Context: an optimization exercise on an open-source flow, tuned for small area. The choices shown serve that exercise and are no tape-out recipe. The RTL was checked by simulation tests, not by an equivalence proof against the original design. No activity file was given, so power comes from the tool's default toggle rates.

Setup of run 2:
==> flow/design.v <==
`default_nettype none
package dstk_pkg;
  localparam int unsigned STACK_DEPTH = 16;
  localparam int unsigned CNT_W       = $clog2(STACK_DEPTH + 1);
  localparam int unsigned VALUE_W  = 32;
  localparam int unsigned DEPTH_W  = 5;
  localparam int unsigned CMD_W    = 2;
  localparam int unsigned STATUS_W = 2;
  localparam int unsigned IN_RAW_W  = CMD_W + VALUE_W;
  localparam int unsigned IN_W      = ((IN_RAW_W + 7) / 8) * 8;
  localparam int unsigned OUT_RAW_W = STATUS_W + 2 * (VALUE_W + DEPTH_W);
  localparam int unsigned OUT_W     = ((OUT_RAW_W + 7) / 8) * 8;
  localparam logic [CMD_W-1:0] CMD_PUSH        = 2'd0;
  localparam logic [CMD_W-1:0] CMD_POP         = 2'd1;
  localparam logic [CMD_W-1:0] CMD_MAIN_TO_AUX = 2'd2;
  localparam logic [CMD_W-1:0] CMD_AUX_TO_MAIN = 2'd3;
  localparam logic [STATUS_W-1:0] ST_DONE  = 2'd0;
  localparam logic [STATUS_W-1:0] ST_EMPTY = 2'd1;
  localparam logic [STATUS_W-1:0] ST_FULL  = 2'd2;
endpackage
`default_nettype wire
`default_nettype none
module dstk_row (
  input  wire logic                         clk_i,
  input  wire logic                         keep_i,
  input  wire logic                         load_i,
  input  wire logic [dstk_pkg::VALUE_W-1:0] d_i,
  output logic      [dstk_pkg::VALUE_W-1:0] q_o
);
  always_ff @(posedge clk_i) begin
    q_o <= ({dstk_pkg::VALUE_W{keep_i}} & q_o) | ({dstk_pkg::VALUE_W{load_i}} & d_i);
  end
endmodule
`default_nettype wire
`default_nettype none
module dstk_aoi222 (
  input  wire logic a0_i, b0_i, a1_i, b1_i, a2_i, b2_i,
  output logic      y_o
);
  assign y_o = !((a0_i && b0_i) || (a1_i && b1_i) || (a2_i && b2_i));
endmodule
module dstk_nand2 (
  input  wire logic a_i, b_i,
  output logic      y_o
);
  assign y_o = !(a_i && b_i);
endmodule
module dstk_and3 (
  input  wire logic a_i, b_i, c_i,
  output logic      y_o
);
  assign y_o = a_i && b_i && c_i;
endmodule
module dstk_nand4 (
  input  wire logic a_i, b_i, c_i, d_i,
  output logic      y_o
);
  assign y_o = !(a_i && b_i && c_i && d_i);
endmodule
`default_nettype wire
`default_nettype none
module dstk_rdmux (
  input  wire logic [15:0]                                         sel_i,
  input  wire logic [15:0][dstk_pkg::VALUE_W-1:0]                  d_i,
  output logic      [dstk_pkg::VALUE_W-1:0]                        q_o
);
  for (genvar b = 0; b < dstk_pkg::VALUE_W; b++) begin : g_bit
    logic [5:0] t_n;
    logic       t_and;
    for (genvar g = 0; g < 5; g++) begin : g_aoi
      dstk_aoi222 u_aoi (
        .a0_i (d_i[3*g][b]),   .b0_i (sel_i[3*g]),
        .a1_i (d_i[3*g+1][b]), .b1_i (sel_i[3*g+1]),
        .a2_i (d_i[3*g+2][b]), .b2_i (sel_i[3*g+2]),
        .y_o  (t_n[g])
      );
    end
    dstk_nand2 u_last (.a_i (d_i[15][b]), .b_i (sel_i[15]), .y_o (t_n[5]));
    dstk_and3  u_and  (.a_i (t_n[0]), .b_i (t_n[1]), .c_i (t_n[2]), .y_o (t_and));
    dstk_nand4 u_out  (.a_i (t_and), .b_i (t_n[3]), .c_i (t_n[4]), .d_i (t_n[5]), .y_o (q_o[b]));
  end
endmodule
`default_nettype wire
`default_nettype none
module dstk_stack (
  input  wire logic                         clk_i,
  input  wire logic [dstk_pkg::CNT_W-1:0]   cnt_i,    
  input  wire logic [dstk_pkg::VALUE_W-1:0] wdata_i,  
  output logic      [dstk_pkg::VALUE_W-1:0] top_o     
);
  localparam int unsigned ROWS = dstk_pkg::STACK_DEPTH;
  logic [ROWS-1:0][dstk_pkg::VALUE_W-1:0] ent_q;
  logic [ROWS-1:0] used;
  logic [ROWS-1:0] wsel;
  logic [ROWS-1:0] rsel;
  always_comb begin
    for (int r = 0; r < ROWS; r++) begin
      used[r] = (cnt_i > dstk_pkg::CNT_W'(r));
      wsel[r] = (cnt_i == dstk_pkg::CNT_W'(r));
      rsel[r] = (cnt_i == dstk_pkg::CNT_W'(r + 1));
    end
  end
  for (genvar r = 0; r < ROWS; r++) begin : g_row
    dstk_row u_row (
      .clk_i  (clk_i),
      .keep_i (used[r]),
      .load_i (wsel[r]),
      .d_i    (wdata_i),
      .q_o    (ent_q[r])
    );
  end
  dstk_rdmux u_rd (
    .sel_i (rsel),
    .d_i   (ent_q),
    .q_o   (top_o)
  );
endmodule
`default_nettype wire
`default_nettype none
module dual_stack_with_transfer (
  input  wire logic             clk_i,
  input  wire logic             rst_ni,
  input  wire logic             s_axis_tvalid_i,
  output logic                  s_axis_tready_o,
  input  wire logic [dstk_pkg::IN_W-1:0]  s_axis_tdata_i,
  output logic                  m_axis_tvalid_o,
  input  wire logic             m_axis_tready_i,
  output logic [dstk_pkg::OUT_W-1:0]      m_axis_tdata_o
);
  localparam int unsigned VW = dstk_pkg::VALUE_W;
  localparam int unsigned CW = dstk_pkg::CNT_W;
  logic [dstk_pkg::CMD_W-1:0] in_cmd;
  logic [VW-1:0]              in_value;
  logic                       in_acc;
  assign in_cmd   = s_axis_tdata_i[dstk_pkg::CMD_W-1:0];
  assign in_value = s_axis_tdata_i[dstk_pkg::CMD_W +: VW];
  logic                          out_vld_q;
  logic [dstk_pkg::STATUS_W-1:0] st_q;
  logic [CW-1:0]                 mcnt_q, acnt_q;
  assign s_axis_tready_o = !out_vld_q || m_axis_tready_i;
  assign in_acc          = s_axis_tvalid_i && s_axis_tready_o;
  logic m_empty, m_full, a_empty, a_full;
  assign m_empty = (mcnt_q == '0);
  assign a_empty = (acnt_q == '0);
  assign m_full  = mcnt_q[CW-1];
  assign a_full  = acnt_q[CW-1];
  logic                          m_push, m_pop, a_push, a_pop;
  logic [dstk_pkg::STATUS_W-1:0] status;
  always_comb begin
    m_push = 1'b0;
    m_pop  = 1'b0;
    a_push = 1'b0;
    a_pop  = 1'b0;
    status = dstk_pkg::ST_DONE;
    case (in_cmd)
      dstk_pkg::CMD_PUSH: begin
        if (m_full) status = dstk_pkg::ST_FULL;
        else        m_push = 1'b1;
      end
      dstk_pkg::CMD_POP: begin
        if (m_empty) status = dstk_pkg::ST_EMPTY;
        else         m_pop  = 1'b1;
      end
      dstk_pkg::CMD_MAIN_TO_AUX: begin
        if (m_empty)     status = dstk_pkg::ST_EMPTY;
        else if (a_full) status = dstk_pkg::ST_FULL;
        else begin
          m_pop  = 1'b1;
          a_push = 1'b1;
        end
      end
      default: begin
        if (a_empty)     status = dstk_pkg::ST_EMPTY;
        else if (m_full) status = dstk_pkg::ST_FULL;
        else begin
          a_pop  = 1'b1;
          m_push = 1'b1;
        end
      end
    endcase
  end
  logic [VW-1:0] m_top, a_top, m_wdata;
  assign m_wdata = ({VW{in_cmd == dstk_pkg::CMD_PUSH}}        & in_value) |
                   ({VW{in_cmd == dstk_pkg::CMD_AUX_TO_MAIN}} & a_top);
  dstk_stack u_main (
    .clk_i   (clk_i),
    .cnt_i   (mcnt_q),
    .wdata_i (m_wdata),
    .top_o   (m_top)
  );
  dstk_stack u_aux (
    .clk_i   (clk_i),
    .cnt_i   (acnt_q),
    .wdata_i (m_top),
    .top_o   (a_top)
  );
  always_ff @(posedge clk_i or negedge rst_ni) begin
    if (!rst_ni) begin
      out_vld_q <= 1'b0;
      mcnt_q    <= '0;
      acnt_q    <= '0;
    end else begin
      if (in_acc) begin
        out_vld_q <= 1'b1;
        if (m_push)     mcnt_q <= mcnt_q + CW'(1);
        else if (m_pop) mcnt_q <= mcnt_q - CW'(1);
        if (a_push)     acnt_q <= acnt_q + CW'(1);
        else if (a_pop) acnt_q <= acnt_q - CW'(1);
      end else if (m_axis_tready_i) begin
        out_vld_q <= 1'b0;
      end
    end
  end
  always_ff @(posedge clk_i) begin
    if (in_acc) begin
      st_q <= status;
    end
  end
  assign m_axis_tvalid_o = out_vld_q;
  assign m_axis_tdata_o  = {(dstk_pkg::OUT_W - dstk_pkg::OUT_RAW_W)'(0),
                            acnt_q, a_top, mcnt_q, m_top, st_q};
endmodule
`default_nettype wire
export LEC_CHECK = 0
export CAP_MARGIN = 20
export CORE_MARGIN = 2
export CORE_UTILIZATION = 65
export CTS_CLUSTER_DIAMETER = 100
export CTS_CLUSTER_SIZE = 25
export SLEW_MARGIN = 20
export SYNTH_HIERARCHICAL = 1
create_clock -name core_clock -period 5.0 [get_ports {clk_i}]
standard.sh (not shown) runs the stock make flow with config.mk's settings and CLKGATE_MAP_FILE= SYNTH_SCRIPT=/design/flow/synth_recipe.tcl, a recipe that flattens the netlist after the stock synthesis.
==> flow/flow/run.sh <==
#!/bin/bash
# The standard layout (standard.sh), with the port buffers that
# buffer_ports inserts made from the smallest plain buffer, buf_1, instead
# of its default pick (a delay buffer). Every port still gets its buffer,
# and repair may still resize it.
set -euo pipefail
export BUFFER_PORTS_ARGS="-buffer_cell sky130_fd_sc_hd__buf_1"
bash standard.sh > standard.log 2>&1
#### Input delta (run 1 over run 2)
diff --git a/flow/design.v b/flow/design.v
--- a/flow/design.v
+++ b/flow/design.v
@@ -17,21 +17,40 @@
   localparam logic [STATUS_W-1:0] ST_DONE  = 2'd0;
   localparam logic [STATUS_W-1:0] ST_EMPTY = 2'd1;
   localparam logic [STATUS_W-1:0] ST_FULL  = 2'd2;
 endpackage
 `default_nettype wire
 `default_nettype none
+module dstk_cell (
+  input  wire logic clk_i,
+  input  wire logic keep_i,
+  input  wire logic load_i,
+  input  wire logic d_i,
+  output logic      q_o
+);
+  always_ff @(posedge clk_i) begin
+    q_o <= (keep_i && q_o) || (load_i && d_i);
+  end
+endmodule
+`default_nettype wire
+`default_nettype none
 module dstk_row (
   input  wire logic                         clk_i,
   input  wire logic                         keep_i,
   input  wire logic                         load_i,
   input  wire logic [dstk_pkg::VALUE_W-1:0] d_i,
   output logic      [dstk_pkg::VALUE_W-1:0] q_o
 );
-  always_ff @(posedge clk_i) begin
-    q_o <= ({dstk_pkg::VALUE_W{keep_i}} & q_o) | ({dstk_pkg::VALUE_W{load_i}} & d_i);
+  for (genvar b = 0; b < dstk_pkg::VALUE_W; b++) begin : g_bit
+    dstk_cell u_cell (
+      .clk_i  (clk_i),
+      .keep_i (keep_i),
+      .load_i (load_i),
+      .d_i    (d_i[b]),
+      .q_o    (q_o[b])
+    );
   end
 endmodule
 `default_nettype wire
 `default_nettype none
 module dstk_aoi222 (
   input  wire logic a0_i, b0_i, a1_i, b1_i, a2_i, b2_i,
Results
Final weighted congestion in routability-driven placement for run 1: 0.047 up relative to run 2. End-of-flow core utilization: run 1 vs run 2 up 4.5 points. The met2 wire length number comes out lower for run 1 vs run 2. In terms of static power due to leakage, run 2 and run 1 differ only marginally. Switching share of power across run 2 and run 1: no real change. When run 1 is set beside run 2, its total via count after detailed routing turns out to be 375 larger. For run 2, the capture point of the critical path was m_axis_tdata_o[28], unlike run 1, where it was m_axis_tdata_o[62]. Max power across run 2 and run 1: run 2.

separate check: timing with driven ports:
Ports are ideal in the flow. The routed layouts listed here were re-timed in OpenROAD.
Step 1 (the two cells are an assumption about what drives the block):
set clk [get_ports {clk_i}]
set_driving_cell -lib_cell sky130_fd_sc_hd__clkbuf_16 $clk
set_driving_cell -lib_cell sky130_fd_sc_hd__buf_2 [delete_from_list [all_inputs] $clk]
Step 2 adds t to the input delays and takes it off the output delays; t is the mean of the earliest and latest rising clock arrival at the registers after step 1. Input paths then give back, and output paths get back, about the clock's delay inside the block.
Three values: no drivers, after step 1, after step 2; two values: the first two.
| run | t, ns | slack for setup (ns) | hold slack, ns | latest minus earliest clock arrival (ns) |
|---|---|---|---|---|
| run 2 | 0.683 | 0.079 / 0.013 / 0.696 | 0.373 / 0.337 / 0.492 | 0.029 / 0.028 |
| run 1 | 0.683 | 0.099 / 0.034 / 0.717 | 0.355 / 0.312 / 0.488 | 0.031 / 0.031 |
After both steps setup and hold are still met in every run listed.
